Source: an optimization exercise on an open RTL-to-GDS flow (aim: small area, a short achievable clock period and few clock cycles per item). Production flows keep margins and buffers that such runs may drop. In this exercise RTL edits were held to simulation tests only and were not proved equivalent to the original. Power is estimated from default activity; no workload was simulated.

## v5
Design bicubic_scaler, start of the top module:
module bicubic_scaler (
    input  logic               CLK,
    input  logic               RST,
    input  logic               start,
    input  img_pkg::coord_t    v0,
    input  img_pkg::coord_t    h0,
    input  logic [4:0]         sw,
    input  img_pkg::tgt_t      sh,
    input  img_pkg::tgt_t      tw,
    input  img_pkg::pixel_t    src_data,
    output logic               src_rd,
    output img_pkg::src_addr_t src_addr,
    output logic               dst_we,
    output img_pkg::dst_addr_t dst_addr,
    output img_pkg::pixel_t    dst_data,
    output logic               done
);
For scale: roughly 890 flip-flops, ~79 I/O pins, ~62000 um^2 of cells after synthesis.
==> flow/config.mk <==
export PLATFORM = sky130hd
export DESIGN_NAME = bicubic_scaler
export DESIGN_NICKNAME = bicubic_scaler
export VERILOG_FILES = /design/flow/design.v
export SDC_FILE = /design/flow/constraint.sdc
export NUM_CORES = 4
export LEC_CHECK = 0
export CAP_MARGIN = 20
export CORE_MARGIN = 2
export CORE_UTILIZATION = 70
export CTS_CLUSTER_DIAMETER = 150
export CTS_CLUSTER_SIZE = 22
export PLACE_DENSITY = 0.8
export SLEW_MARGIN = 20
==> flow/constraint.sdc <==
create_clock -name core_clock -period 15.0 [get_ports {CLK}]
set_input_delay 3.0000 -clock core_clock [delete_from_list [all_inputs] [get_ports {CLK}]]
set_output_delay 3.0000 -clock core_clock [all_outputs]
set_load 0.01 [all_outputs]
standard.sh (not shown) runs the stock make flow with config.mk's settings and CLKGATE_MAP_FILE= SYNTH_SCRIPT=/design/flow/synth_recipe.tcl, a recipe that flattens the netlist after the stock synthesis.
==> flow/flow/run.sh <==
#!/bin/bash
# The standard ORFS layout (the standard.sh) with two changes to how it
# is made: the port buffers are buf_2 cells instead of the resizer's pick,
# and repair_timing aims for more setup slack than the clock needs.
# ORFS writes each step's log under orfs/logs; make's output goes to
# standard.log here.
set -euo pipefail
bash standard.sh \
    "BUFFER_PORTS_ARGS=-buffer_cell sky130_fd_sc_hd__buf_2" \
    SETUP_SLACK_MARGIN=11.0 \
    finish > standard.log 2>&1
Testbench counts of v5, summed over its fixed seeds: cycles 17,160, pixels 15,020.
The following lists how v35 was set up differently from v5:
Settings: changing PLACE_DENSITY from 0.8 to 0.7; changing CORE_UTILIZATION from 70 to 60; changing CTS_CLUSTER_SIZE from 22 to 25.
Findings:
- v35 -> v5: footprint of the multi-input gates flat
- Diff v5 and v35: count of clock-buffer cells in the layout higher in v5
- Any difference in net total in the final layout between v5 and v35 is small enough to ignore.
- Taking v5 as the reference point, the clock insertion delay at the later pin of the skew report of v35 rises by 0.02 ns.

* * *

bicubic_scaler, a different RTL version from the one above (not shown whole).
For scale: roughly 79 I/O pins, about 63000 um^2 of cells after synthesis.
clock: 15.0 ns
lec_check: 0
cap_margin: 20
core_margin: 2
core_utilization: 40
slew_margin: 20
run.sh (not shown) runs the stock make flow with config.mk's settings and CLKGATE_MAP_FILE= SYNTH_SCRIPT=/design/flow/synth_recipe.tcl, a recipe that flattens the netlist after the stock synthesis.
Stock flow here: none of the scripts above is used.
The baseline went through all stages and came out clean.
Testbench counts at the start, summed over its fixed seeds: cycles 17,272, pixels 15,020.
Then changed:
==> flow/flow/run.sh (new file) <==
#!/bin/bash
# The standard ORFS layout (the standard.sh) with two changes to how it
# is made: the port buffers are buf_4 cells instead of the resizer's pick,
# and repair_timing aims for more setup slack than the clock needs.
# ORFS writes each step's log under orfs/logs; make's output goes to
# standard.log here.
set -euo pipefail
bash standard.sh \
    "BUFFER_PORTS_ARGS=-buffer_cell sky130_fd_sc_hd__buf_4" \
    SETUP_SLACK_MARGIN=10.4 \
    finish > standard.log 2>&1
==> flow/standard.sh (new file) <==
#!/bin/bash
# synth_recipe.tcl (not shown) runs the flow's synth.tcl, then flattens the netlist and writes it again
# the make line also repeats each setting of config.mk as NAME=value (left out here)
make -C /OpenROAD-flow-scripts/flow DESIGN_CONFIG=/design/flow/config.mk WORK_HOME=/design/flow/orfs CLKGATE_MAP_FILE= SYNTH_SCRIPT=/design/flow/synth_recipe.tcl "${@:-finish}"
removed: flow/run.sh
The new run finished clean.
Design area barely changes.
Power goes up by 1.2%.
Combinational power is about the same.
Non-clock buffer count climbs by 1.
Routed wire length is about the same.
Die area does not change.

-- port drivers added, routing unchanged --
No port has a modelled driver above. Below, the same layouts with a new extraction and two added sets of constraints.
Step 1 (the two cells are an assumption about what drives the block):
set clk [get_ports {CLK}]
set_driving_cell -lib_cell sky130_fd_sc_hd__clkbuf_16 $clk
set_driving_cell -lib_cell sky130_fd_sc_hd__buf_2 [delete_from_list [all_inputs] $clk]
Step 2, shift: input delay + t, output delay - t, t = (earliest + latest rising clock arrival at the registers) / 2. This alone moves slack from input paths to output paths.
Three values: ideal ports, drivers, drivers and shift; two values: the first two.
run	t, ns	setup WS [ns]	worst setup path after step 2
v5	0.699	10.908 / 10.834 / 10.589	input to register
v35	0.719	10.893 / 10.828 / 10.700	input to register
the first run of note 2	0.797	10.368 / 10.295 / 9.821	input to register
the second run of note 2	0.772	10.711 / 10.636 / 10.063	input to register
After both steps every run listed still meets setup and hold. For the second run of note 2, which loses most, drivers alone change the setup slack by -0.075 ns; drivers and shift together by -0.648 ns.
